Context: an optimization exercise on an open-source flow, tuned for small area, a short achievable clock period and few clock cycles per item. The choices shown serve that exercise and are no tape-out recipe. Function was checked by simulation only, so behaviour that the tests miss may differ from the original. No activity file was given, so power comes from the tool's default toggle rates.

[design.v]
`timescale 1ns / 1ps
package lz77_pkg;
  localparam int SEARCH_SIZE_DEF    = 256;
  localparam int LOOKAHEAD_SIZE_DEF = 16;
  localparam int SL_W  = 9;    
  localparam int ML_W  = 4;    
  localparam int OFF_W = 9;
  localparam int LEN_W = 4;
  localparam logic [SL_W-1:0] SEARCH_LIMIT_RST = 9'd5;
  localparam logic [ML_W-1:0] MATCH_LIMIT_RST  = 4'd15;
  localparam logic [1:0] CFG_SEARCH_LIMIT = 2'd0;
  localparam logic [1:0] CFG_MATCH_LIMIT  = 2'd1;
  localparam int ITEM_W = 9;
  localparam int TOK_W = OFF_W + LEN_W + 8 + 1 + 1;
endpackage
`timescale 1ns / 1ps
module lz77_front #(
  parameter int DEPTH = 17
) (
  input  logic       clk,
  input  logic       rst_n,
  input  logic [3:0] cap,
  input  logic       in_valid,
  output logic       in_ready,
  input  logic [7:0] in_byte,
  input  logic       in_last,
  input  logic       pop,
  output logic [7:0] head_byte,
  output logic       head_last,
  output logic       nonempty,
  output logic       owed,         
  output logic       has_last,
  output logic       pushed
);
  logic [7:0] fb_r [DEPTH];
  logic       fl_r [DEPTH];
  logic [4:0] cnt_r, cnt_nxt, cnt_inc, cnt_dec;
  logic [4:0] nl_r, nl_nxt;
  logic       rdy_r, ne_r, owed_r, hl_r;
  logic       push, l_in, l_out;
  logic [4:0] need;
  logic [DEPTH-1:0] at_cnt, at_dec;
  assign push      = in_valid && rdy_r;
  assign in_ready  = rdy_r;
  assign head_byte = fb_r[0];
  assign head_last = fl_r[0];
  assign nonempty  = ne_r;
  assign owed      = owed_r;
  assign has_last  = hl_r;
  assign pushed    = push;
  assign cnt_inc = cnt_r + 5'd1;
  assign cnt_dec = cnt_r - 5'd1;
  assign need    = {1'b0, cap} + 5'd1;
  assign l_in    = push && in_last;
  assign l_out   = pop && fl_r[0];
  always_comb begin
    case ({push, pop})
      2'b10:   cnt_nxt = cnt_inc;
      2'b01:   cnt_nxt = cnt_dec;
      default: cnt_nxt = cnt_r;
    endcase
    case ({l_in, l_out})
      2'b10:   nl_nxt = nl_r + 5'd1;
      2'b01:   nl_nxt = nl_r - 5'd1;
      default: nl_nxt = nl_r;
    endcase
  end
  always_ff @(posedge clk) begin
    if (!rst_n) begin
      cnt_r  <= '0;
      nl_r   <= '0;
      rdy_r  <= 1'b1;
      ne_r   <= 1'b0;
      owed_r <= 1'b0;
      hl_r   <= 1'b0;
    end else begin
      cnt_r <= cnt_nxt;
      nl_r  <= nl_nxt;
      case ({push, pop})
        2'b10: begin
          rdy_r  <= (cnt_inc < 5'(DEPTH));
          ne_r   <= 1'b1;
          owed_r <= (cnt_inc >= need);
        end
        2'b01: begin
          rdy_r  <= 1'b1;
          ne_r   <= (cnt_r != 5'd1);
          owed_r <= (cnt_dec >= need);
        end
        default: begin
          rdy_r  <= (cnt_r < 5'(DEPTH));
          ne_r   <= (cnt_r != 5'd0);
          owed_r <= (cnt_r >= need);
        end
      endcase
      case ({l_in, l_out})
        2'b10:   hl_r <= 1'b1;
        2'b01:   hl_r <= (nl_r != 5'd1);
        default: hl_r <= (nl_r != 5'd0);
      endcase
    end
  end
  always_comb begin
    for (int i = 0; i < DEPTH; i++) begin
      at_cnt[i] = (cnt_r == 5'(i));
      at_dec[i] = (cnt_r == 5'(i + 1));
    end
  end
  always_ff @(posedge clk) begin
    for (int i = 0; i < DEPTH; i++) begin
      if (push && (pop ? at_dec[i] : at_cnt[i])) begin
        fb_r[i] <= in_byte;
        fl_r[i] <= in_last;
      end else if (pop && i < DEPTH - 1) begin
        fb_r[i] <= fb_r[i+1];
        fl_r[i] <= fl_r[i+1];
      end
    end
  end
endmodule
`timescale 1ns / 1ps
module lz77_engine (
  input  logic        clk,
  input  logic        rst_n,
  input  logic [8:0]  window,      
  input  logic [3:0]  cap,         
  input  logic        cfg_write,
  input  logic [7:0]  q_byte,
  input  logic        q_last,
  input  logic        q_nonempty,
  input  logic        q_owed,
  input  logic        q_has_last,
  input  logic        q_pushed,
  output logic        q_pop,
  output logic        tok_valid,
  input  logic        tok_ready,
  output logic [21:0] tok_data,
  output logic        tok_last
);
  localparam int N = 256;
  logic [7:0]   sr_r [N];         
  logic [8:0]   fill_r, fill_nxt;
  logic [8:0]   lim_r;            
  logic         armed_r;
  logic         fire;
  logic [N-1:0] eq, vmask;
  logic         s2_v;
  logic [7:0]   s2_byte;
  logic         s2_last;
  logic [N-1:0] eqv_r;            
  logic [N-1:0] m_r;
  logic         start_r;
  logic [3:0]   j_r;
  logic         pend_r;
  logic [3:0]   pend_len_r;
  logic [N-1:0] nvec;
  logic         any;
  logic         capped;
  logic [8:0]   pe_off;
  logic         push;
  logic [22:0]  push_d;
  logic [2:0]   qv;
  logic [22:0]  qd [3];
  always_comb begin
    logic [15:0] gt_hi, eq_hi, gt_lo;
    for (int a = 0; a < 16; a++) begin
      gt_hi[a] = (lim_r[7:4] > 4'(a));
      eq_hi[a] = (lim_r[7:4] == 4'(a));
      gt_lo[a] = (lim_r[3:0] > 4'(a));
    end
    for (int a = 0; a < 16; a++)
      for (int b = 0; b < 16; b++)
        vmask[16*a+b] = lim_r[8] | gt_hi[a] | (eq_hi[a] & gt_lo[b]);
  end
  always_comb begin
    for (int d = 0; d < N; d++) eq[d] = (sr_r[d] == q_byte);
  end
  logic can_start, known_mid;
  assign known_mid = !s2_v && !start_r;
  assign can_start = armed_r && !qv[1] && (q_has_last || q_owed);
  assign fire  = q_nonempty && !(s2_v && s2_last) && (known_mid || can_start);
  assign q_pop = fire;
  logic [8:0] fill_inc, lim_inc, lim_now;
  assign fill_inc = (fill_r == 9'd256) ? fill_r : fill_r + 9'd1;
  assign lim_inc  = (lim_r < window) ? lim_r + 9'd1 : lim_r;
  assign lim_now  = (fill_r < window) ? fill_r : window;
  assign fill_nxt = !fire ? fill_r : (q_last ? 9'd0 : fill_inc);
  always_ff @(posedge clk) begin
    if (!rst_n) begin
      fill_r  <= '0;
      lim_r   <= '0;
      armed_r <= 1'b0;
      s2_v    <= 1'b0;
    end else begin
      if (q_pushed) armed_r <= 1'b1;
      else if (cfg_write) armed_r <= 1'b0;
      fill_r <= fill_nxt;
      lim_r  <= !fire ? lim_now : (q_last ? 9'd0 : lim_inc);
      s2_v   <= fire;
    end
  end
  always_ff @(posedge clk) begin
    eqv_r <= fire ? (eq & vmask) : '1;
    if (fire) begin
      s2_byte <= q_byte;
      s2_last <= q_last;
      sr_r[0] <= q_byte;
      for (int d = 1; d < N; d++) sr_r[d] <= sr_r[d-1];
    end
  end
  assign nvec   = eqv_r & (m_r | {N{start_r}});
  assign any    = (|(eqv_r & m_r)) || (start_r && (|eqv_r));
  assign capped = (j_r == cap);
  logic [16:0] ga_r;
  logic [3:0]  lg_r [17];
  always_ff @(posedge clk) begin
    logic [271:0] xn;
    xn = {15'd0, nvec, 1'b0};
    for (int g = 0; g < 17; g++) begin
      ga_r[g] <= |xn[16*g +: 16];
      lg_r[g] <= 4'd0;
      for (int b = 15; b >= 0; b--) if (xn[16*g+b]) lg_r[g] <= 4'(b);
    end
  end
  always_comb begin
    logic [16:0]  first;
    logic         below;
    logic [4:0]   gsel;
    logic [3:0]   lsel;
    below = 1'b0;
    for (int g = 0; g < 17; g++) begin
      first[g] = ga_r[g] && !below;
      below = below || ga_r[g];
    end
    gsel = '0;
    lsel = '0;
    for (int g = 0; g < 17; g++) begin
      gsel = gsel | ({5{first[g]}} & 5'(g));
      lsel = lsel | ({4{first[g]}} & lg_r[g]);
    end
    pe_off = {gsel, lsel};
  end
  assign push   = pend_r || (s2_v && (capped || !any));
  assign push_d = pend_r ? {pe_off, pend_len_r, 8'd0, 1'b0, 1'b1}
                         : {(start_r ? 9'd0 : pe_off), j_r, s2_byte, 1'b1, s2_last};
  logic end_fix, j_go;
  assign end_fix = capped || s2_last;
  assign j_go    = s2_v && !end_fix;
  always_ff @(posedge clk) begin
    if (!rst_n) begin
      start_r <= 1'b1;
      j_r     <= '0;
      pend_r  <= 1'b0;
    end else begin
      start_r <= (s2_v && end_fix) || (!s2_v && start_r) || (s2_v && !any);
      j_r     <= j_go ? (any ? j_r + 4'd1 : 4'd0) : (s2_v ? 4'd0 : j_r);
      pend_r  <= s2_v && !capped && s2_last && any;
    end
  end
  always_ff @(posedge clk) begin
    m_r        <= nvec;
    pend_len_r <= j_r + 4'd1;
  end
  logic       pop_out;
  logic [2:0] qa;
  assign pop_out = qv[0] && tok_ready;
  assign qa = pop_out ? {1'b0, qv[2:1]} : qv;
  always_ff @(posedge clk) begin
    if (!rst_n) begin
      qv <= '0;
    end else begin
      qv <= push ? {qa[1:0], 1'b1} : qa;
    end
  end
  logic        hold0;
  logic [22:0] new0;
  assign hold0 = qv[0] && !tok_ready;
  assign new0  = qv[1] ? qd[1] : push_d;
  always_ff @(posedge clk) begin
    qd[0] <= ({23{hold0}} & qd[0]) | ({23{!hold0}} & new0);
    if (pop_out) begin
      qd[1] <= qv[2] ? qd[2] : push_d;
      qd[2] <= push_d;
    end else begin
      if (!qv[1]) qd[1] <= push_d;
      if (!qv[2]) qd[2] <= push_d;
    end
  end
  assign tok_valid = qv[0];
  assign tok_data  = qd[0][22:1];
  assign tok_last  = qd[0][0];
endmodule
`timescale 1ns / 1ps
module lz77_token_encoder_unit #(
  parameter int SEARCH_SIZE    = lz77_pkg::SEARCH_SIZE_DEF,
  parameter int LOOKAHEAD_SIZE = lz77_pkg::LOOKAHEAD_SIZE_DEF
) (
  input  logic        clk,
  input  logic        rst_n,
  input  logic        in_tvalid,
  output logic        in_tready,
  input  logic [7:0]  in_tdata,    
  input  logic        in_tlast,    
  output logic        out_tvalid,
  input  logic        out_tready,
  output logic [23:0] out_tdata,   
  output logic        out_tlast,   
  input  logic        cfg_valid,
  output logic        cfg_ready,
  input  logic [1:0]  cfg_index,
  input  logic [8:0]  cfg_data
);
  logic [8:0]  window;    
  logic [3:0]  cap;       
  logic [7:0]  q_byte;
  logic        q_last, q_has_last, q_pushed, q_pop;
  logic        q_nonempty, q_owed;
  logic [21:0] tok_data;
  assign cfg_ready = 1'b1;
  always_ff @(posedge clk) begin
    if (!rst_n) begin
      window <= 9'(lz77_pkg::SEARCH_LIMIT_RST);
      cap    <= lz77_pkg::MATCH_LIMIT_RST;
    end else if (cfg_valid) begin
      case (cfg_index)
        lz77_pkg::CFG_SEARCH_LIMIT:
          window <= (cfg_data == '0) ? 9'd1 : (cfg_data > 9'd256) ? 9'd256 : cfg_data;
        lz77_pkg::CFG_MATCH_LIMIT:
          cap <= (cfg_data[3:0] == '0) ? 4'd1 : cfg_data[3:0];
        default: ;
      endcase
    end
  end
  lz77_front u_front (
    .clk       (clk),
    .rst_n     (rst_n),
    .cap       (cap),
    .in_valid  (in_tvalid),
    .in_ready  (in_tready),
    .in_byte   (in_tdata),
    .in_last   (in_tlast),
    .pop       (q_pop),
    .head_byte (q_byte),
    .head_last (q_last),
    .nonempty  (q_nonempty),
    .owed      (q_owed),
    .has_last  (q_has_last),
    .pushed    (q_pushed)
  );
  lz77_engine u_engine (
    .clk        (clk),
    .rst_n      (rst_n),
    .window     (window),
    .cap        (cap),
    .cfg_write  (cfg_valid),
    .q_byte     (q_byte),
    .q_last     (q_last),
    .q_nonempty (q_nonempty),
    .q_owed     (q_owed),
    .q_has_last (q_has_last),
    .q_pushed   (q_pushed),
    .q_pop      (q_pop),
    .tok_valid  (out_tvalid),
    .tok_ready  (out_tready),
    .tok_data   (tok_data),
    .tok_last   (out_tlast)
  );
  assign out_tdata = {2'b00, tok_data[0], tok_data[8:1], tok_data[12:9], tok_data[21:13]};
endmodule
[flow/run.sh]
#!/bin/bash
# The standard layout, except that the port buffers are buf_4 cells
# rather than the delay buffers buffer_ports picks on its own. Every port
# still gets its buffer. The make output goes to standard_flow.log here;
# ORFS keeps each step's log under orfs/logs.
set -euo pipefail
export BUFFER_PORTS_ARGS="-buffer_cell sky130_fd_sc_hd__buf_4"
bash standard.sh > standard_flow.log 2>&1
[standard.sh]
#!/bin/bash
# synth_recipe.tcl (not shown) runs the flow's synth.tcl, then flattens the netlist and writes it again
# the make line also repeats each setting of config.mk as NAME=value (left out here)
make -C /OpenROAD-flow-scripts/flow DESIGN_CONFIG=/design/flow/config.mk WORK_HOME=/design/flow/orfs CLKGATE_MAP_FILE= SYNTH_SCRIPT=/design/flow/synth_recipe.tcl "${@:-finish}"
[config.mk]
export PLATFORM = sky130hd
export DESIGN_NAME = lz77_token_encoder_unit
export DESIGN_NICKNAME = lz77_token_encoder_unit
export VERILOG_FILES = /design/flow/design.v
export SDC_FILE = /design/flow/constraint.sdc
export NUM_CORES = 4
export LEC_CHECK = 0
export CAP_MARGIN = 20
export CORE_MARGIN = 2
export CORE_UTILIZATION = 40
export CTS_CLUSTER_DIAMETER = 70
export CTS_CLUSTER_SIZE = 30
export SETUP_SLACK_MARGIN = 3.3
export SLEW_MARGIN = 20
[constraint.sdc]
create_clock -name core_clock -period 6.0 [get_ports {clk}]
set_input_delay 1.2000 -clock core_clock [delete_from_list [all_inputs] [get_ports {clk}]]
set_output_delay 1.2000 -clock core_clock [all_outputs]
set_load 0.01 [all_outputs]
==> out/qor.csv, run 1 <==
stage,metric,value,unit
global_route,overflow,0,
timing,fin_crit,2.85,ns
critical_path,start_kind,flip-flop,
critical_path,required,4.80,ns
synthesis,synth_area_leader_cell,edfxtp_1,
critical_path,criticalPathCategory,flip-flop to output port,
floorplanning,fp.dieW,550,µm
synthesis,synth_top_family_by_area,XOR/XNOR gates,
flow_run,drv_cap,0,
timing,slew_violations,0,
floorplanning,io_pins,53,
critical_path,path_delay_family,flip-flops,
critical_path,worstPathCellList,buf_6,
synthesis,muxShareOfSynthArea,0.0165,
global_route,antenna_found_initial,13,
detailed_routing,postRouteAntennaNets,0,
critical_path,r2r_cells,9,
finish,final_nets,8522,
clock_network,tritoncts,built,
clock_network,htreeDepth,4,
critical_path,path_depth,1,
timing,slew_headroom,0.272,
clock_network,cts_buffer_depth,4,
detailed_routing,avgRoutedWirePerCell,25.7,µm
clock_network,cts_buffers,163,
timing,fin_skew,0.0599,ns
global_route,grt_pass1_vias,68500,
timing,tightestPinTransition,1.09,ns
synthesis,synthSimpleGateAreaFrac,0.0570,
finish,most-common-layout-cells,"edfxtp_1 (2225), xnor2_1 (1695), dfxtp_1 (659), nand4_1 (469), xor2_1 (377)",
floorplanning,die_h,550,µm
synthesis,seq_area_frac_synth,0.677,
synthesis,synth_compound_area_frac,0.0728,
timing,finalHoldViolCount,0,
synthesis,synth_xor_area_frac,0.152,
critical_path,crit_buf_inv,1,
timing,tns,0,ns
clock_network,cts_root_buf,clkbuf_16,
power_and_ir_drop,power_leakage,40.0,nW
detailed_routing,routed_wl,322,mm
timing,max_freq,351,MHz
detailed_routing,viasPerCell,5.56,
synthesis,syn_area_per_cell,14.2,µm²
synthesis,synth-seq-cells,2923,
finish,final_cells,12500,
detailed_routing,drt_iter0_drc,7549,
synthesis,synthFlopType,edfxtp_1,
placement,dpl.hpwl,207,mm
synthesis,synth_top_cell_area_share,0.560,
power_and_ir_drop,peakVddDrop,242,µV
placement,post-place-cells,12100,
critical_path,endpoint_kind,output port,
clock_network,clk_pin_slew,0.11,ns
synthesis,synth-warning-count,8,
hold_path,hold_depth,0,
critical_path,worstPathArrival,1.65,ns
synthesis,syn_inst,8393,
critical_path,cp_max_fo,1,
timing,final-setup-viol-count,0,
timing,fin_crit_sh,0.475,
global_route,grt_start_max_net_pins,142,
synthesis,synthArstFlopShare,0,
placement,routabilityCongestion,0.923,
synthesis,synthAdderAreaFrac,0.00543,
clock_network,hold_buffers,0,
detailed_routing,dr_total_vias,69600,
power_and_ir_drop,p_per_area,296,mW/mm²
finish,fillers,26100,
floorplanning,fp-row-count,200,
timing,fin_ws,3.15,ns
clock_network,clk_latency,0.90,ns
critical_path,crit_path_top_delay_cell,edfxtp_1,
synthesis,synth_area_leaders,"edfxtp_1 (56%), xnor2_1 (12%), dfxtp_1 (12%), xor2_1 (2.8%), nand4_1 (2.5%)",
floorplanning,core_area,0.297,mm²
finish,syn2layout_area_growth,11.7,%
clock_network,cts_sinks,2923,
timing,grt_setup_unrepaired,true,
global_route,grt_pass1_wl,469,mm
finish,layout_commonest_cell,edfxtp_1,
floorplanning,die-area,0.303,mm²
global_route,grt_use_total,0.207,
synthesis,synth_enable_flop_cells,2225,
hold_path,hold_class,flip-flop to flip-flop,
finish,drive_gt1_frac,0.113,
status,status,"complete, no violations",
floorplanning,initial_core_util,0.402,
detailed_routing,dr.pass1.iters,6,
critical_path,critical_path.max_stage_delay,0.55,ns
placement,dp_worst_setup_slack,1.60,ns
placement,io_buffers,49,
synthesis,synthesis.area,0.119,mm²
synthesis,ys_types,77,
detailed_routing,drc,0,
## state kept, by name (all words and copies together) (netlist names), 8 cells and up, named ones only
name	count
u_engine.eqv_r	256
u_engine.fill_r	9
u_engine.ga_r	16
u_engine.lg_r	64
u_engine.lim_r	9
u_engine.m_r	256
u_engine.qd	46
u_engine.s2_byte	8
u_engine.sr_r	2040
u_front.fb_r	136
u_front.fl_r	17
window	9
## per-stage QoR
step	hold WS, ns	instance area [µm²]	total power [mW]	util
global placement	0.435	125000	26.4	0.421
floorplan	0.424	119000	25.4	-
CTS	0.418	133000	39.8	0.447
detailed placement	0.443	125000	26.4	0.421
finish	0.420	133000	39.5	0.449
global route	0.426	133000	40.8	0.449
## per-layer routing
layer,up-vias,part of all wire,global-route usage
li1,31000,-,-
met1,36000,0.45,0.298
met2,2168,0.46,0.328
met3,385,0.057,0.0259
met4,0,0.028,0.0578
met5,-,0,0
## where the power goes
group	internal, mW	switching [mW]
logic	1.60	2.27
registers	21.9	0.293
clock network	5.87	7.55
total	29.4	10.1
## cells in the mapped netlist (35+ instances only)
master and count:
a21oi_1 274, a221oi_1 68, a22o_1 66, buf_1 124, clkbuf_1 279, dfxtp_1 698
edfxtp_1 2225, ha_1 51, inv_1 187, mux2_2 161, nand2_1 209, nand3_1 44
nand4_1 469, nor2_1 167, nor3_1 39, nor4_1 168, o21a_1 115, o21ai_0 306
o21bai_1 35, o31ai_1 205, xnor2_1 1695, xor2_1 377
## final timing paths
kind	start	end	slack, ns
worst min-delay path	u_engine.sr_r[178][4]	u_engine.sr_r[179][4]	0.42
worst max register to register	u_engine.eqv_r[245]	u_engine.qv[1]	3.16
worst min register to register	u_engine.sr_r[178][4]	u_engine.sr_r[179][4]	0.42
worst max-delay path	flip-flop	out_tdata[7]	3.15
## what timing repair did
item | CTS | global route
hold endpoints to repair | 0 | 0
gates cloned | 13 | 4
pin swaps | 54 | 37
resized for setup | 238 | 81
endpoints found under the setup margin | 2665 | 443
setup buffers | 61 | 10
## kinds of logic (layout without fill, tap and decap cells)
family	count (synthesis)	in the layout
compound gates	1316	1316
flops	2923	2923
simple gates	1242	1243
other cells	2	12
buf+inv	609	788
mux	177	177
fa+ha+maj	52	52
xor+xnor	2072	2072
## cell type report
cell class / count / area, µm² / area share
multi-input cells: 4863 / 37400 / 0.280
flip-flops and latches: 2923 / 80900 / 0.606
repair inverters: 3 / 43.8 / 0.000328
clock buffers: 182 / 4230 / 0.0317
well taps: 3939 / 4930 / 0.0370
repair buffers: 304 / 3470 / 0.0260
inverters: 188 / 739 / 0.00554
diodes: 9 / 22.5 / 0.000169
clock inverters: 111 / 1640 / 0.0123
Testbench counts, summed over its fixed seeds: cycles 7,342, bytes 7,200.
==> run 2, diff against run 1 <==
--- a/config.mk
+++ b/config.mk
@@ -9,5 +9,6 @@
 export CORE_MARGIN = 2
-export CORE_UTILIZATION = 40
+export CORE_UTILIZATION = 65
 export CTS_CLUSTER_DIAMETER = 70
 export CTS_CLUSTER_SIZE = 30
+export PLACE_DENSITY = 0.72
 export SETUP_SLACK_MARGIN = 3.3
==> run 2 against run 1 <==
  * Core utilization rose by 26 points
  * Sequential power is essentially flat
  * Register-to-register slack got worse by 0.06 ns
  * Sequential share of layout area increased by 1.4 points
  * Cell count decreased by 12%
  * Fmax decreased by 1.8%
  * Synthesized area unchanged
  * Hold slack gained 0.038 ns
  * Combinational power is essentially flat
  * Highest routed layer is now met5
==> out/qor.csv, run 2 <==
stage,metric,value,unit,change
status,status,"complete, no violations",,unchanged
clock_network,cts_sinks,2923,,unchanged
synthesis,synth_enable_flop_cells,2225,,unchanged
global_route,grt_pass1_vias,67800,,was 68500
finish,multiInputGateArea,0.0373,mm²,was 0.0374 mm²
synthesis,synthFlopType,edfxtp_1,,unchanged
detailed_routing,dr.pass1.iters,8,,was 6
synthesis,synthesis.area,0.119,mm²,unchanged
timing,max_freq,345,MHz,was 351 MHz
placement,routabilityCongestion,0.962,,was 0.923
finish,design_area,0.130,mm²,was 0.133 mm²
finish,regMostFlops,u_engine.sr_r,,unchanged
global_route,grt_start_max_net_pins,179,,was 142
synthesis,synth_top_family_by_area,XOR/XNOR gates,,unchanged
placement,dpl.hpwl,205,mm,was 207 mm
timing,slew_violations,0,,unchanged
synthesis,synth-warning-count,8,,unchanged
critical_path,required,6.76,ns,was 4.80 ns
critical_path,critical_path.max_stage_delay,0.40,ns,was 0.55 ns
synthesis,ys_types,77,,unchanged
power_and_ir_drop,peakVddDrop,319,µV,was 242 µV
synthesis,muxShareOfSynthArea,0.0165,,unchanged
critical_path,worstPathCellList,nor4_1 > nand4_1 > nor4_2 > buf_4 > nand4_1 > buf_6 > a31oi_1 > a21bo_2 > mux2_4 > a211oi_2,,was buf_6
synthesis,synth_compound_area_frac,0.0728,,unchanged
critical_path,endpoint_kind,flip-flop,,was output port
floorplanning,initial_core_util,0.653,,was 0.402
synthesis,synth_top_cell_area_share,0.560,,unchanged
critical_path,crit_buf_inv,2,,was 1
global_route,grt_use_total,0.328,,was 0.207
floorplanning,fp.dieW,433,µm,was 550 µm
finish,top_regs,"u_engine.sr_r (2040), u_engine.eqv_r (256), u_engine.m_r (256)",,unchanged
synthesis,yosys-top-cells-count,"edfxtp_1 (2225), xnor2_1 (1695), dfxtp_1 (698)",,unchanged
floorplanning,die-area,0.187,mm²,was 0.303 mm²
clock_network,tritoncts,built,,unchanged
power_and_ir_drop,power_leakage,39.3,nW,was 40.0 nW
detailed_routing,postRouteAntennaNets,0,,unchanged
finish,regArea,0.0808,mm²,was 0.0809 mm²
critical_path,timing.rr.start,u_engine.eqv_r[162],,was u_engine.eqv_r[245]
finish,syn2layout_area_growth,9.13,%,was 11.7%
synthesis,synth_xor_area_frac,0.152,,unchanged
clock_network,cts_buffers,145,,was 163
critical_path,path_delay_family,simple AND/OR/NAND/NOR gates,,was flip-flops
placement,placed_area,0.123,mm²,was 0.125 mm²
synthesis,synth-seq-cells,2923,,unchanged
synthesis,synthSimpleGateAreaFrac,0.0570,,unchanged
placement,io_buffers,49,,unchanged
hold_path,min-delay-start,u_engine.qd[2][19],,was u_engine.sr_r[178][4]
finish,final_cells,11000,,was 12500
floorplanning,fp-row-count,157,,was 200
finish,largest_register_ffs,2040,,unchanged
detailed_routing,viasPerCell,6.40,,was 5.56
detailed_routing,drc,0,,unchanged
floorplanning,io_pins,53,,unchanged
flow_run,drv_cap,0,,unchanged
hold_path,hold_class,flip-flop to flip-flop,,unchanged
timing,fin_crit,2.90,ns,was 2.85 ns
clock_network,cts_buffer_depth,3,,was 4
clock_network,cts_root_buf,clkbuf_16,,unchanged
detailed_routing,routed.top_layer,met5,,was met4
power_and_ir_drop,p_per_area,296,mW/mm²,about the same
finish,fillers,12000,,was 26100
timing,grt_setup_unrepaired,true,,unchanged
timing,final-setup-viol-count,0,,unchanged
synthesis,syn_area_per_cell,14.2,µm²,unchanged
clock_network,clk_latency,0.85,ns,was 0.90 ns
synthesis,yosysMostFrequentCell,edfxtp_1,,unchanged
clock_network,hold_buffers,0,,unchanged
critical_path,crit_path_top_delay_cell,nor4_1,,was edfxtp_1
critical_path,cp_max_fo,3,,was 1
timing,finalHoldViolCount,0,,unchanged
detailed_routing,routed_wl,311,mm,was 322 mm
global_route,grt_pass1_wl,453,mm,was 469 mm
synthesis,synthArstFlopShare,0,,unchanged
floorplanning,core_area,0.183,mm²,was 0.297 mm²
timing,fin_skew,0.0360,ns,was 0.0599 ns
synthesis,syn_inst,8393,,unchanged
global_route,overflow,0,,unchanged
detailed_routing,drt_iter0_drc,8279,,was 7549
detailed_routing,dr_total_vias,70400,,was 69600
detailed_routing,wirelength_met1,133,mm,was 146 mm
finish,drive_gt1_frac,0.107,,was 0.113
timing,slew_headroom,0.291,,was 0.272
timing,tightestPinTransition,1.06,ns,was 1.09 ns
synthesis,seq_area_frac_synth,0.677,,unchanged
placement,post-place-cells,10700,,was 12100
global_route,antenna_found_initial,14,,was 13
critical_path,path_common_cell,nand4_1,,
floorplanning,die_h,433,µm,was 550 µm
synthesis,synthAdderAreaFrac,0.00543,,unchanged
timing,fin_crit_sh,0.483,,was 0.475
finish,most-common-layout-cells,"edfxtp_1 (2225), xnor2_1 (1695), dfxtp_1 (678), nand4_1 (469), xor2_1 (377)",,"was edfxtp_1 (2225), xnor2_1 (1695), dfxtp_1 (659), nand4_1 (469), xor2_1 (377)"
critical_path,startpoint,u_engine.eqv_r[162],,
detailed_routing,dr_wl_met2,142,mm,was 149 mm
critical_path,criticalPathCategory,flip-flop to flip-flop,,was flip-flop to output port
finish,layout_commonest_cell,edfxtp_1,,unchanged
clock_network,htreeDepth,4,,unchanged
finish,final_nets,8488,,was 8522
critical_path,start_kind,flip-flop,,unchanged
detailed_routing,avgRoutedWirePerCell,28.3,µm,was 25.7 µm
synthesis,synth_area_leader_cell,edfxtp_1,,unchanged
critical_path,worstPathArrival,3.66,ns,was 1.65 ns
synthesis,synth_area_leaders,"edfxtp_1 (56%), xnor2_1 (12%), dfxtp_1 (12%), xor2_1 (2.8%), nand4_1 (2.5%)",,unchanged
detailed_routing,wl_met3,24.5,mm,was 18.5 mm
clock_network,clk_pin_slew,0.10,ns,was 0.11 ns
==> run 2: cells by family after synthesis <==
logic type | Yosys count
AOI/OAI and AO/OA | 1316
muxes | 177
adders and majority gates | 52
xor gates and xnor gates | 2072
DFF | 2923
other | 2
buffers and inverters | 609
and+or+nand+nor | 1242
==> run 2: metal layers <==
layer | track usage | up-vias
met5 | 0 | -
met4 | 0.116 | 8
met3 | 0.0482 | 519
met2 | 0.502 | 3024
met1 | 0.484 | 36000
li1 | - | 30900
==> run 2: worst paths after layout <==
path | slack (ns) | end | depth (start not counted)
max | 3.10 | u_engine.qv[1] | 10
min | 0.46 | u_engine.qd[2][19] | 2
max reg2reg | 3.10 | u_engine.qv[1] | 10
min reg2reg | 0.46 | u_engine.qd[2][19] | 2
==> run 2: per-stage QoR <==
| stage | power (mW) | util | hold slack, ns | setup TNS (ns) | worst slack [ns] |
|---|---|---|---|---|---|
| floorplan | 25.4 | - | 0.424 | -1367.57 | -1.53 |
| global placement | 26.3 | 0.673 | 0.434 | 0 | 1.98 |
| detailed placement | 26.4 | 0.673 | 0.446 | 0 | 1.97 |
| CTS | 38.7 | 0.710 | 0.459 | 0 | 3.14 |
| global route | 39.7 | 0.712 | 0.471 | 0 | 3.06 |
| finish | 38.6 | 0.712 | 0.458 | 0 | 3.10 |
==> run 2: what timing repair did <==
action	4_1_cts	5_1_grt
endpoints found under the setup margin	2357	346
buffers inserted	49	11
pin swaps	39	19
cloned	7	2
resized for setup	173	79
==> run 2: worst min-delay path, stage by stage, from the launching register on <==
cell and delay [ns]:
dfxtp_1 0.32, nand2_1 0.05, o21ai_1 0.05
==> run 2: where the power goes <==
part | internal (mW) | leakage [nW] | switching, mW
Clock | 5.60 | 2.59 | 6.86
Combinational | 1.57 | 10.9 | 2.32
Sequential | 21.9 | 25.8 | 0.272
==> run 2: final cells by class <==
type                            count  share of cell area
Timing Repair Buffer              288              0.0230
Tap cell                         2464              0.0237
Inverter                          188             0.00562
Clock inverter                     96             0.00883
Sequential cell                  2923               0.620
Clock buffer                      174              0.0318
Multi-Input combinational cell   4862               0.286
Timing Repair inverter              4            0.000528
Antenna cell                        3           0.0000576
==> run 3, diff against run 2 <==
--- a/config.mk
+++ b/config.mk
@@ -9,6 +9,5 @@
 export CORE_MARGIN = 2
-export CORE_UTILIZATION = 65
+export CORE_UTILIZATION = 55
 export CTS_CLUSTER_DIAMETER = 70
 export CTS_CLUSTER_SIZE = 30
-export PLACE_DENSITY = 0.72
 export SETUP_SLACK_MARGIN = 3.3
==> run 3 against run 2 <==
  * Design area increased by 0.91%
  * Sequential cell count is the same
  * Clock skew is 0.0077 ns higher
  * Sequential share of layout area decreased by 0.55 points
  * Register-to-register slack better by 0.03 ns
  * Routed wire length up 3.6%
  * Total power rose by 1.2%
  * Combinational power hardly changed
  * Hold slack worse by 0.0039 ns
  * Clock power grew 3%
  * Die area up 18%
  * Critical path type unchanged
  * Critical endpoint is now u_engine.j_r[0]
  * Largest cell class unchanged
==> out/qor.csv, run 3 <==
stage,metric,value,unit,change
hold_path,min-delay-start,u_engine.qd[2][14],,was u_engine.qd[2][19]
power_and_ir_drop,p_int,29.2,mW,was 29.1 mW
placement,dpl.hpwl,209,mm,was 205 mm
clock_network,hold_buffers,0,,unchanged
critical_path,worstPathArrival,3.61,ns,was 3.66 ns
finish,final_nets,8492,,was 8488
clock_network,cts_buffers,153,,was 145
critical_path,cp_max_fo,6,,was 3
critical_path,timing.rr.start,u_engine.eqv_r[31],,was u_engine.eqv_r[162]
global_route,grt_use_total,0.286,,was 0.328
flow_run,drv_cap,0,,unchanged
global_route,grt_pass1_wl,468,mm,was 453 mm
clock_network,cts_sinks,2923,,unchanged
critical_path,criticalPathCategory,flip-flop to flip-flop,,unchanged
detailed_routing,viasPerCell,6.07,,was 6.40
timing,fin_crit_sh,0.478,,was 0.483
finish,top_regs,"u_engine.sr_r (2040), u_engine.eqv_r (256), u_engine.m_r (256)",,unchanged
synthesis,syn_inst,8393,,unchanged
timing,grt_setup_unrepaired,true,,unchanged
finish,drive_gt1_frac,0.110,,was 0.107
synthesis,syn_area_per_cell,14.2,µm²,unchanged
synthesis,synth_area_leader_cell,edfxtp_1,,unchanged
timing,slew_headroom,0.293,,was 0.291
floorplanning,initial_core_util,0.551,,was 0.653
timing,fin_skew,0.0437,ns,was 0.0360 ns
floorplanning,die_h,470,µm,was 433 µm
critical_path,endpoint_kind,flip-flop,,unchanged
power_and_ir_drop,pwr-share-clk,0.331,,was 0.323
clock_network,clk_pin_slew,0.11,ns,was 0.10 ns
timing,max_freq,349,MHz,was 345 MHz
timing,tightestPinTransition,1.06,ns,about the same
detailed_routing,routed_wl,322,mm,was 311 mm
timing,finalHoldViolCount,0,,unchanged
timing,slew_violations,0,,unchanged
synthesis,yosys-top-cells-count,"edfxtp_1 (2225), xnor2_1 (1695), dfxtp_1 (698)",,unchanged
detailed_routing,dr_total_vias,69300,,was 70400
floorplanning,io_pins,53,,unchanged
timing,tns,0,ns,unchanged
clock_network,htreeDepth,4,,unchanged
status,status,"complete, no violations",,unchanged
detailed_routing,drc,0,,unchanged
synthesis,synth_area_leaders,"edfxtp_1 (56%), xnor2_1 (12%), dfxtp_1 (12%), xor2_1 (2.8%), nand4_1 (2.5%)",,unchanged
finish,syn2layout_area_growth,10.1,%,was 9.13%
floorplanning,fp-row-count,171,,was 157
synthesis,synth-warning-count,8,,unchanged
clock_network,cts_root_buf,clkbuf_16,,unchanged
floorplanning,fp.dieW,470,µm,was 433 µm
global_route,grt_start_max_net_pins,182,,was 179
floorplanning,die-area,0.221,mm²,was 0.187 mm²
timing,fin_crit,2.87,ns,was 2.90 ns
power_and_ir_drop,p_per_area,297,mW/mm²,was 296 mW/mm²
placement,routabilityCongestion,0.926,,was 0.962
synthesis,synth_top_cell_area_share,0.560,,unchanged
clock_network,clk_latency,0.87,ns,was 0.85 ns
synthesis,synth_enable_flop_cells,2225,,unchanged
placement,io_buffers,49,,unchanged
synthesis,ys_types,77,,unchanged
detailed_routing,dr.pass1.iters,6,,was 8
critical_path,startpoint,u_engine.eqv_r[31],,was u_engine.eqv_r[162]
synthesis,synthArstFlopShare,0,,unchanged
finish,layout_commonest_cell,edfxtp_1,,unchanged
critical_path,start_kind,flip-flop,,unchanged
finish,largest_register_ffs,2040,,unchanged
detailed_routing,drt_iter0_drc,7438,,was 8279
synthesis,synthesis.area,0.119,mm²,unchanged
timing,final-setup-viol-count,0,,unchanged
synthesis,yosysMostFrequentCell,edfxtp_1,,unchanged
critical_path,required,6.74,ns,was 6.76 ns
synthesis,synth-seq-cells,2923,,unchanged
power_and_ir_drop,p_sw_frac,0.252,,was 0.245
power_and_ir_drop,power.total,39.0,mW,was 38.6 mW
global_route,overflow,0,,unchanged
synthesis,seq_area_frac_synth,0.677,,unchanged
global_route,grt_pass1_vias,67300,,was 67800
synthesis,synthFlopType,edfxtp_1,,unchanged
floorplanning,core_area,0.217,mm²,was 0.183 mm²
clock_network,tritoncts,built,,unchanged
detailed_routing,avgRoutedWirePerCell,28.2,µm,was 28.3 µm
detailed_routing,postRouteAntennaNets,0,,unchanged
power_and_ir_drop,seqPwrFrac,0.569,,was 0.576
power_and_ir_drop,p_sw,9.84,mW,was 9.46 mW
power_and_ir_drop,peakVddDrop,319,µV,about the same
clock_network,cts_buffer_depth,3,,unchanged
global_route,antenna_found_initial,13,,was 14
power_and_ir_drop,combPwrFrac,0.100,,was 0.101
power_and_ir_drop,power_leakage,39.7,nW,was 39.3 nW
finish,regMostFlops,u_engine.sr_r,,unchanged
hold_path,hold_class,flip-flop to flip-flop,,unchanged
finish,most-common-layout-cells,"edfxtp_1 (2225), xnor2_1 (1695), dfxtp_1 (675), nand4_1 (469), xor2_1 (377)",,"was edfxtp_1 (2225), xnor2_1 (1695), dfxtp_1 (678), nand4_1 (469), xor2_1 (377)"
[run 3: cell counts after synthesis]
No cell type changed its count.
[run 3: logic make-up after synthesis]
logic type | share of synthesized area
muxes | 0.0165
DFF | 0.677
buffers and inverters | 0.0195
and+or+nand+nor | 0.0570
xor gates and xnor gates | 0.152
other | 0.0000629
AOI/OAI and AO/OA | 0.0728
adders and majority gates | 0.00543
[run 3: layout make-up]
| cell class | count | area, µm² |
|---|---|---|
| well taps | 2854 | 3570 |
| multi-input cells | 4862 | 37400 |
| clock inverters | 112 | 1380 |
| fillers | 16500 | 85000 |
| diodes | 15 | 37.5 |
| repair inverters | 4 | 65.1 |
| repair buffers | 284 | 3260 |
| flip-flops and latches | 2923 | 80800 |
| inverters | 188 | 732 |
| clock buffers | 174 | 4180 |
[run 3: what timing repair did]
item                                    in CTS  in global routing
gates cloned                                10                  1
setup buffers                               49                  7
resized for setup                          201                 94
hold endpoints to repair                     0                  0
pin swaps                                   41                 35
endpoints found under the setup margin    2547                770
[run 3: final timing paths]
| path | slack (ns) | depth (start not counted) | to |
|---|---|---|---|
| min reg2reg | 0.45 | 2 | u_engine.qd[2][14] |
| min | 0.45 | 2 | u_engine.qd[2][14] |
| max reg2reg | 3.13 | 9 | u_engine.j_r[0] |
| max | 3.13 | 9 | u_engine.j_r[0] |
[run 3: power by group through the flow]
stage | combinational, mW | clock (mW) | sequential (mW)
floorplan | 2.78 | 0 | 22.6
global placement | 3.69 | 0 | 22.7
finish | 3.91 | 12.9 | 22.2
detailed placement | 3.76 | 0 | 22.7
global route | 4.22 | 13.8 | 22.2
CTS | 3.92 | 13.1 | 22.2
[run 3: metal layers]
metal	vias to the layer above	GRT usage	wire length (µm)
met2	2152	0.444	148000
li1	30900	-	-
met3	370	0.0359	18300
met4	4	0.0796	9640
met1	35800	0.427	146000
met5	-	0	24
[run 3: critical path, stage by stage (launching register included)]
cell	delay (ns)
dfxtp_4	0.37
a22o_1	0.23
a221oi_2	0.25
nand4_1	0.22
nor4_4	0.65
nand4_1	0.19
buf_6	0.19
o21ai_4	0.26
nor3_4	0.09
mux2_2	0.27
[run 3: per-stage QoR]
step / hold slack [ns] / cells / instance area (µm²) / setup WS [ns] / utilization
global placement: 0.435 / 11000 / 124000 / 1.97 / 0.571
finish: 0.454 / 11400 / 131000 / 3.13 / 0.607
floorplan: 0.424 / 8394 / 119000 / -1.53 / -
CTS: 0.452 / 11400 / 131000 / 3.12 / 0.605
detailed placement: 0.441 / 11000 / 124000 / 1.89 / 0.572
global route: 0.466 / 11400 / 131000 / 3.07 / 0.607
==> run 4, diff against run 3 <==
--- a/design.v
+++ b/design.v
@@ -246,2 +246,4 @@
   logic end_fix, j_go;
+  logic [3:0] j_inc;
+  assign j_inc   = j_r + 4'd1;
   assign end_fix = capped || s2_last;
@@ -255,3 +257,3 @@
       start_r <= (s2_v && end_fix) || (!s2_v && start_r) || (s2_v && !any);
-      j_r     <= j_go ? (any ? j_r + 4'd1 : 4'd0) : (s2_v ? 4'd0 : j_r);
+      j_r     <= ({4{j_go && any}} & j_inc) | ({4{!s2_v}} & j_r);
       pend_r  <= s2_v && !capped && s2_last && any;
@@ -265,2 +267,4 @@
   logic [2:0] qa;
+  logic       push_early;
+  assign push_early = pend_r || (s2_v && capped);
   assign pop_out = qv[0] && tok_ready;
@@ -271,3 +275,3 @@
     end else begin
-      qv <= push ? {qa[1:0], 1'b1} : qa;
+      qv <= (push_early || (s2_v && !any)) ? {qa[1:0], 1'b1} : qa;
     end
@@ -278,3 +282,5 @@
   assign new0  = qv[1] ? qd[1] : push_d;
+  logic [22:0] out_r;
   always_ff @(posedge clk) begin
+    out_r <= hold0 ? qd[0] : new0;
     qd[0] <= ({23{hold0}} & qd[0]) | ({23{!hold0}} & new0);
@@ -289,4 +295,4 @@
   assign tok_valid = qv[0];
-  assign tok_data  = qd[0][22:1];
-  assign tok_last  = qd[0][0];
+  assign tok_data  = out_r[22:1];
+  assign tok_last  = out_r[0];
 endmodule
--- a/config.mk
+++ b/config.mk
@@ -9,6 +9,6 @@
 export CORE_MARGIN = 2
-export CORE_UTILIZATION = 55
+export CORE_UTILIZATION = 40
 export CTS_CLUSTER_DIAMETER = 70
 export CTS_CLUSTER_SIZE = 30
-export SETUP_SLACK_MARGIN = 3.3
+export SETUP_SLACK_MARGIN = 3.45
 export SLEW_MARGIN = 20
==> run 4 against run 3 <==
  * Fmax is 4.2% lower
  * Sequential cell count stayed put
  * Clock-buffer cell count rose by 3
  * Critical path depth is 1 higher
  * Largest cell class unchanged
  * Total power up 0.31%
  * Non-clock buffer count rose by 52
==> out/qor.csv, run 4 <==
stage,metric,value,unit,change
clock_network,clk_latency,0.89,ns,was 0.87 ns
synthesis,synthSimpleGateAreaFrac,0.0573,,was 0.0570
critical_path,timing.rr.start,u_engine.eqv_r[159],,was u_engine.eqv_r[31]
synthesis,synth_compound_area_frac,0.0725,,was 0.0728
synthesis,synth-warning-count,8,,unchanged
synthesis,syn_area_per_cell,14.2,µm²,about the same
critical_path,required,6.79,ns,was 6.74 ns
finish,syn2layout_area_growth,12.6,%,was 10.1%
synthesis,synth_xor_area_frac,0.152,,about the same
timing,grt_setup_unrepaired,true,,unchanged
finish,drive_gt1_frac,0.127,,was 0.110
synthesis,syn_inst,8387,,was 8393
floorplanning,fp-row-count,200,,was 171
hold_path,hold_depth,0,,was 2
clock_network,cts_buffer_depth,4,,was 3
finish,largest_register_ffs,2040,,unchanged
floorplanning,die-area,0.303,mm²,was 0.221 mm²
timing,finalHoldViolCount,0,,unchanged
timing,tightestPinTransition,1.07,ns,was 1.06 ns
clock_network,cts_buffers,159,,was 153
global_route,overflow,0,,unchanged
global_route,grt_pass1_vias,69200,,was 67300
floorplanning,die_h,550,µm,was 470 µm
critical_path,cp_max_fo,6,,unchanged
detailed_routing,drc,0,,unchanged
power_and_ir_drop,peakVddDrop,188,µV,was 319 µV
synthesis,synthesis.area,0.119,mm²,about the same
clock_network,cts_sinks,2923,,unchanged
critical_path,rrSetupSlack,3.01,ns,was 3.13 ns
timing,slew_headroom,0.288,,was 0.293
finish,top_regs,"u_engine.sr_r (2040), u_engine.eqv_r (256), u_engine.m_r (256)",,unchanged
timing,final-setup-viol-count,0,,unchanged
floorplanning,initial_core_util,0.402,,was 0.551
synthesis,yosysMostFrequentCell,edfxtp_1,,unchanged
synthesis,synth_top_cell_area_share,0.560,,about the same
timing,slew_violations,0,,unchanged
detailed_routing,postRouteAntennaNets,0,,unchanged
synthesis,synth_top_family_by_area,XOR/XNOR gates,,unchanged
clock_network,clk_pin_slew,0.12,ns,was 0.11 ns
synthesis,synth_area_leader_cell,edfxtp_1,,unchanged
detailed_routing,avgRoutedWirePerCell,26.2,µm,was 28.2 µm
timing,fin_skew,0.0524,ns,was 0.0437 ns
placement,io_buffers,49,,unchanged
finish,most-common-layout-cells,"edfxtp_1 (2225), xnor2_1 (1764), dfxtp_1 (661), nand4_1 (491), xor2_1 (308)",,"was edfxtp_1 (2225), xnor2_1 (1695), dfxtp_1 (675), nand4_1 (469), xor2_1 (377)"
detailed_routing,viasPerCell,5.58,,was 6.07
synthesis,ys_types,76,,was 77
detailed_routing,dr.pass1.iters,6,,unchanged
synthesis,synthArstFlopShare,0,,unchanged
critical_path,r2r_cells,10,,was 9
clock_network,tritoncts,built,,unchanged
finish,layout_commonest_cell,edfxtp_1,,unchanged
hold_path,holdPathEnd,u_engine.sr_r[170][6],,was u_engine.qd[2][14]
global_route,grt_start_max_net_pins,142,,was 182
power_and_ir_drop,power_leakage,40.0,nW,was 39.7 nW
synthesis,seq_area_frac_synth,0.677,,about the same
floorplanning,io_pins,53,,unchanged
global_route,grt_pass1_wl,476,mm,was 468 mm
timing,max_freq,334,MHz,was 349 MHz
detailed_routing,dr_total_vias,69900,,was 69300
clock_network,cts_root_buf,clkbuf_16,,unchanged
placement,dpl.hpwl,211,mm,was 209 mm
synthesis,synth-seq-cells,2923,,unchanged
clock_network,hold_buffers,0,,unchanged
power_and_ir_drop,power.total,39.2,mW,was 39.0 mW
global_route,grt_use_total,0.211,,was 0.286
synthesis,synthFlopType,edfxtp_1,,unchanged
detailed_routing,drt_iter0_drc,7543,,was 7438
floorplanning,fp.dieW,550,µm,was 470 µm
critical_path,endpoint_kind,flip-flop,,unchanged
critical_path,criticalPathCategory,flip-flop to flip-flop,,unchanged
critical_path,r2r_end,u_engine.j_r[2],,was u_engine.j_r[0]
synthesis,synthAdderAreaFrac,0.00543,,about the same
synthesis,yosys-top-cells-count,"edfxtp_1 (2225), xnor2_1 (1764), dfxtp_1 (698)",,"was edfxtp_1 (2225), xnor2_1 (1695), dfxtp_1 (698)"
critical_path,worstPathArrival,3.78,ns,was 3.61 ns
synthesis,synth_enable_flop_cells,2225,,unchanged
hold_path,hold_class,flip-flop to flip-flop,,unchanged
clock_network,htreeDepth,4,,unchanged
flow_run,drv_cap,0,,unchanged
floorplanning,core_area,0.297,mm²,was 0.217 mm²
critical_path,start_kind,flip-flop,,unchanged
timing,fin_crit,2.99,ns,was 2.87 ns
synthesis,synth_area_leaders,"edfxtp_1 (56%), xnor2_1 (13%), dfxtp_1 (12%), nand4_1 (2.6%), xor2_1 (2.3%)",,"was edfxtp_1 (56%), xnor2_1 (12%), dfxtp_1 (12%), xor2_1 (2.8%), nand4_1 (2.5%)"
timing,tns,0,ns,unchanged
global_route,antenna_found_initial,29,,was 13
hold_path,min-delay-start,u_engine.sr_r[169][6],,was u_engine.qd[2][14]
power_and_ir_drop,p_per_area,291,mW/mm²,was 297 mW/mm²
timing,fin_crit_sh,0.499,,was 0.478
detailed_routing,routed_wl,329,mm,was 322 mm
status,status,"complete, no violations",,unchanged
synthesis,muxShareOfSynthArea,0.0165,,about the same
finish,regMostFlops,u_engine.sr_r,,unchanged
finish,final_nets,8544,,was 8492
placement,routabilityCongestion,0.914,,was 0.926
==> run 4: cell types whose count changed in the layout (fill, tap and decap cells not counted), moves of 14 or more <==
cell / change
buf_6: +26
o31ai_1: -42
o31ai_2: +41
buf_12: +16
o21ai_0: -28
xor2_1: -69
o41ai_1: -15
dfxtp_1: -14
xnor2_1: +69
nand4_1: +22
==> run 4: logic make-up (layout without fill, tap and decap cells) <==
| kind of cell | count (synthesis) | in the layout |
|---|---|---|
| xor+xnor | 2072 | 2072 |
| buf+inv | 609 | 809 |
| mux | 177 | 177 |
| compound gates | 1310 | 1310 |
| other cells | 2 | 11 |
| flops | 2923 | 2923 |
| fa+ha+maj | 52 | 52 |
| simple gates | 1242 | 1242 |
==> run 4: critical path: stages (launching register included) <==
cell	delay [ns]
dfxtp_2	0.34
a22o_1	0.23
a221oi_2	0.27
nand4_1	0.24
nor4_4	0.67
nand4_1	0.27
buf_4	0.23
o21ai_4	0.15
buf_12	0.14
nor4_2	0.05
o31a_1	0.29
==> run 4: area by class of cell <==
| cell class | count | area, µm² |
|---|---|---|
| clock inverters | 104 | 1300 |
| repair inverters | 3 | 26.3 |
| repair buffers | 336 | 4230 |
| flip-flops and latches | 2923 | 80900 |
| diodes | 8 | 20.0 |
| clock buffers | 177 | 4190 |
| fillers | 26200 | 162000 |
| well taps | 3939 | 4930 |
| inverters | 189 | 729 |
| multi-input cells | 4856 | 38100 |
==> run 4: per-layer routing <==
layer	wire length [µm]	up-vias	share of wire	global-route usage
met5	78	-	0.00024	0
li1	-	31100	-	-
met4	10400	12	0.032	0.0596
met2	152000	2295	0.46	0.337
met1	145000	36100	0.44	0.298
met3	21200	419	0.064	0.0303
==> run 4: worst max path at each step <==
stage | cells after the start | startpoint | end
after floorplan | 12 | u_engine.armed_r | u_front.cnt_r[3]
after global placement | 7 | u_engine.lim_r[1] | u_engine.eqv_r[85]
after detailed placement | 8 | u_engine.eqv_r[28] | u_engine.j_r[0]
after CTS | 10 | u_engine.eqv_r[88] | u_engine.j_r[2]
after global routing | 10 | u_engine.eqv_r[83] | u_engine.j_r[2]
final | 10 | u_engine.eqv_r[159] | u_engine.j_r[2]
==> run 4: stage by stage <==
step | utilization | std cells | setup WS [ns] | instance area [µm²] | hold slack (ns)
final | 0.453 | 12500 | 3.01 | 134000 | 0.439
after global placement | 0.421 | 12100 | 1.70 | 125000 | 0.423
after floorplan | - | 8388 | -1.56 | 119000 | 0.416
after detailed placement | 0.421 | 12100 | 2.06 | 125000 | 0.443
after global routing | 0.453 | 12500 | 2.97 | 134000 | 0.443
after CTS | 0.449 | 12500 | 3.07 | 133000 | 0.443
==> run 4: what timing repair did <==
item	in CTS	in global routing
gates resized for setup	363	161
cloned	12	7
buffers inserted	93	22
pin swaps	63	42
endpoints found under the setup margin	2504	982
==> run 4: power breakdown <==
group          switching [mW]  internal [mW]  total, mW
sequential              0.270           21.9       22.2
combinational            2.36           1.66       4.02
clock                    7.30           5.63       12.9
Testbench counts of run 4, summed over its fixed seeds: cycles 7,342, bytes 7,200.
==> run 5, diff against run 4 <==
--- a/config.mk
+++ b/config.mk
@@ -12,3 +12,3 @@
 export CTS_CLUSTER_SIZE = 30
-export SETUP_SLACK_MARGIN = 3.45
+export SETUP_SLACK_MARGIN = 3.3
 export SLEW_MARGIN = 20
==> run 5 against run 4 <==
  * Fmax decreased by 0.36%
  * Sequential power about the same
  * Register-to-register slack is essentially flat
  * Die area did not move
  * Clock power about the same
  * Via count is 0.20% lower
  * Total power down 0.28%
  * Combinational power decreased by 3%
  * Routed wire length decreased by 1.3%
  * Critical endpoint unchanged
  * Largest power group unchanged
  * Highest routed layer unchanged
==> out/qor.csv, run 5 <==
stage,metric,value,unit,change
synthesis,synth-seq-cells,2923,,unchanged
critical_path,criticalPathCategory,flip-flop to flip-flop,,unchanged
global_route,grt_start_max_net_pins,142,,unchanged
clock_network,cts_buffers,159,,unchanged
floorplanning,fp-row-count,200,,unchanged
clock_network,hold_buffers,0,,unchanged
detailed_routing,dr_total_vias,69800,,was 69900
clock_network,clk_latency,0.89,ns,about the same
critical_path,crit_path_top_delay_cell,nor4_4,,unchanged
timing,fin_crit,3.00,ns,was 2.99 ns
clock_network,tritoncts,built,,unchanged
clock_network,cts_root_buf,clkbuf_16,,unchanged
timing,tns,0,ns,unchanged
detailed_routing,drt_iter0_drc,7279,,was 7543
floorplanning,io_pins,53,,unchanged
timing,max_freq,333,MHz,was 334 MHz
floorplanning,core_area,0.297,mm²,unchanged
critical_path,path_common_cell,nand4_1,,unchanged
global_route,grt_pass1_vias,68800,,was 69200
synthesis,synth_top_cell_area_share,0.560,,unchanged
finish,top_regs,"u_engine.sr_r (2040), u_engine.eqv_r (256), u_engine.m_r (256)",,unchanged
synthesis,yosys-top-cells-count,"edfxtp_1 (2225), xnor2_1 (1764), dfxtp_1 (698)",,unchanged
global_route,grt_pass1_wl,472,mm,was 476 mm
synthesis,seq_area_frac_synth,0.677,,unchanged
clock_network,cts_buffer_depth,4,,unchanged
synthesis,yosysMostFrequentCell,edfxtp_1,,unchanged
synthesis,synth_area_leaders,"edfxtp_1 (56%), xnor2_1 (13%), dfxtp_1 (12%), nand4_1 (2.6%), xor2_1 (2.3%)",,unchanged
placement,routabilityCongestion,0.914,,unchanged
power_and_ir_drop,p_per_area,293,mW/mm²,was 291 mW/mm²
timing,tightestPinTransition,1.03,ns,was 1.07 ns
critical_path,worstPathArrival,3.78,ns,about the same
critical_path,cp_max_fo,6,,unchanged
power_and_ir_drop,power_leakage,39.6,nW,was 40.0 nW
floorplanning,fp.dieW,550,µm,unchanged
timing,fin_crit_sh,0.501,,was 0.499
critical_path,start_kind,flip-flop,,unchanged
finish,drive_gt1_frac,0.118,,was 0.127
synthesis,syn_inst,8387,,unchanged
status,status,"complete, no violations",,unchanged
timing,finalHoldViolCount,0,,unchanged
hold_path,hold_class,flip-flop to flip-flop,,unchanged
critical_path,critical_path.max_stage_delay,0.67,ns,about the same
floorplanning,die-area,0.303,mm²,unchanged
finish,largest_register_ffs,2040,,unchanged
detailed_routing,viasPerCell,5.58,,about the same
critical_path,endpoint_kind,flip-flop,,unchanged
floorplanning,die_h,550,µm,unchanged
synthesis,synthFlopType,edfxtp_1,,unchanged
detailed_routing,routed_wl,325,mm,was 329 mm
synthesis,synthesis.area,0.119,mm²,unchanged
critical_path,rrSetupSlack,3.00,ns,was 3.01 ns
timing,slew_violations,0,,unchanged
finish,most-common-layout-cells,"edfxtp_1 (2225), xnor2_1 (1764), dfxtp_1 (666), nand4_1 (491), xor2_1 (308)",,"was edfxtp_1 (2225), xnor2_1 (1764), dfxtp_1 (661), nand4_1 (491), xor2_1 (308)"
placement,io_buffers,49,,unchanged
timing,grt_setup_unrepaired,true,,unchanged
placement,dpl.hpwl,211,mm,unchanged
global_route,grt_use_total,0.209,,was 0.211
finish,regMostFlops,u_engine.sr_r,,unchanged
detailed_routing,postRouteAntennaNets,0,,unchanged
global_route,antenna_found_initial,27,,was 29
detailed_routing,drc,0,,unchanged
synthesis,syn_area_per_cell,14.2,µm²,unchanged
timing,slew_headroom,0.304,,was 0.288
timing,final-setup-viol-count,0,,unchanged
clock_network,clk_pin_slew,0.12,ns,about the same
finish,final_nets,8509,,was 8544
global_route,overflow,0,,unchanged
floorplanning,initial_core_util,0.402,,unchanged
synthesis,ys_types,76,,unchanged
clock_network,htreeDepth,4,,unchanged
finish,layout_commonest_cell,edfxtp_1,,unchanged
timing,fin_skew,0.0526,ns,was 0.0524 ns
finish,syn2layout_area_growth,11.6,%,was 12.6%
detailed_routing,avgRoutedWirePerCell,26.0,µm,was 26.2 µm
power_and_ir_drop,peakVddDrop,185,µV,was 188 µV
critical_path,worstPathCellList,a22o_1 > a221oi_4 > nand4_1 > nor4_4 > nand4_1 > buf_4 > o21ai_4 > buf_12 > nor4_1 > o31a_1,,was a22o_1 > a221oi_2 > nand4_1 > nor4_4 > nand4_1 > buf_4 > o21ai_4 > buf_12 > nor4_2 > o31a_1
synthesis,synth_area_leader_cell,edfxtp_1,,unchanged
synthesis,synth-warning-count,8,,unchanged
synthesis,synth_enable_flop_cells,2225,,unchanged
finish,fin_util,0.449,,was 0.453
critical_path,required,6.78,ns,was 6.79 ns
finish,fillers,26300,,was 26200
synthesis,synthArstFlopShare,0,,unchanged
flow_run,drv_cap,0,,unchanged
clock_network,cts_sinks,2923,,unchanged
detailed_routing,dr.pass1.iters,6,,unchanged
[run 5: cell families (layout without fill, tap and decap cells)]
| kind of cell | count (synthesis) | count (layout) | share of synthesized area |
|---|---|---|---|
| flops | 2923 | 2923 | 0.677 |
| buf+inv | 609 | 774 | 0.0194 |
| compound gates | 1310 | 1310 | 0.0725 |
| simple gates | 1242 | 1242 | 0.0573 |
| mux | 177 | 177 | 0.0165 |
| fa+ha+maj | 52 | 52 | 0.00543 |
| other cells | 2 | 13 | 0.0000629 |
| xor+xnor | 2072 | 2072 | 0.152 |
[run 5: metal layers]
layer,GRT usage,vias up,part of all wire
met5,0,-,0.00019
met4,0.0594,10,0.031
met3,0.0304,404,0.060
met2,0.333,2196,0.46
met1,0.296,36200,0.45
li1,-,31000,-
[run 5: critical path, delay by kind of cell (launching register included)]
kind | cells | cell delay, ns
buffers and inverters | 2 | 0.36
AO/OA/AOI/OAI | 4 | 1.01
flip-flops | 1 | 0.35
AND/OR/NAND/NOR | 4 | 1.18
[run 5: power by group]
group	leakage [nW]	total, mW	internal (mW)	switching (mW)
clock network	2.64	12.9	5.63	7.30
logic	11.2	3.91	1.60	2.31
registers	25.8	22.2	21.9	0.271
total	39.6	39.0	29.2	9.88
[run 5: per-stage QoR]
step | cell area (µm²) | hold WS (ns) | total power, mW | std cells | worst slack (ns)
detailed placement | 125000 | 0.443 | 26.5 | 12100 | 2.06
CTS | 132000 | 0.443 | 39.3 | 12500 | 3.06
global placement | 125000 | 0.423 | 26.4 | 12100 | 1.70
global route | 133000 | 0.443 | 40.3 | 12500 | 2.96
finish | 133000 | 0.442 | 39.0 | 12500 | 3.00
floorplan | 119000 | 0.416 | 25.4 | 8388 | -1.56
[run 5: final cells by class]
cell class	count	area, µm²	area share
Clock inverter	104	1300	0.00973
Sequential cell	2923	80900	0.607
Multi-Input combinational cell	4856	37800	0.284
Clock buffer	177	4190	0.0315
Timing Repair Buffer	301	3420	0.0257
Timing Repair inverter	3	26.3	0.000197
Tap cell	3939	4930	0.0370
Antenna cell	10	25.0	0.000188
Inverter	189	736	0.00552
[run 5: timing repair]
action,in CTS,in global routing
gates cloned,7,2
buffers inserted,72,18
setup endpoints to repair,2176,282
gates resized for setup,239,128
pin swaps,50,41
[run 5: path summary, 6_finish.rpt]
kind / endpoint / start / cells past startpoint
setup / recovery: u_engine.j_r[2] / u_engine.eqv_r[103] / 10
hold / removal: u_engine.sr_r[170][1] / u_engine.sr_r[169][1] / 0
setup reg to reg: u_engine.j_r[2] / u_engine.eqv_r[103] / 10
hold reg to reg: u_engine.sr_r[170][1] / u_engine.sr_r[169][1] / 0

static timing again, ports no longer ideal:
How much do the figures lean on ideal ports? The routed layouts below were timed once more, with nothing changed but the port constraints.
Step 1, drivers: a clkbuf_16 drives clk and a buf_2 each remaining input, both assumed.
Step 2 times the ports against the registers' clock, not the clock port: input delays grow and output delays shrink by t, the midpoint of the rising clock arrivals with the driver on.
Slacks: ideal ports / drivers / drivers and shift; pairs: ideal ports / drivers.
run	shift t [ns]	setup WS [ns]	latest minus earliest clock arrival (ns)	cell pins on the clock port's net
run 1	0.961	3.152 / 3.057 / 2.547	0.071 / 0.071	1
run 2	0.926	3.099 / 3.099 / 2.604	0.055 / 0.055	1
run 3	0.947	3.134 / 3.134 / 2.504	0.045 / 0.044	1
run 4	0.969	3.007 / 3.007 / 2.687	0.063 / 0.063	1
run 5	0.958	2.997 / 2.997 / 2.455	0.060 / 0.060	1
After both steps every run listed still meets setup and hold. For run 3, which loses most, drivers alone change the setup slack by 0.000 ns; drivers and shift together by -0.630 ns.
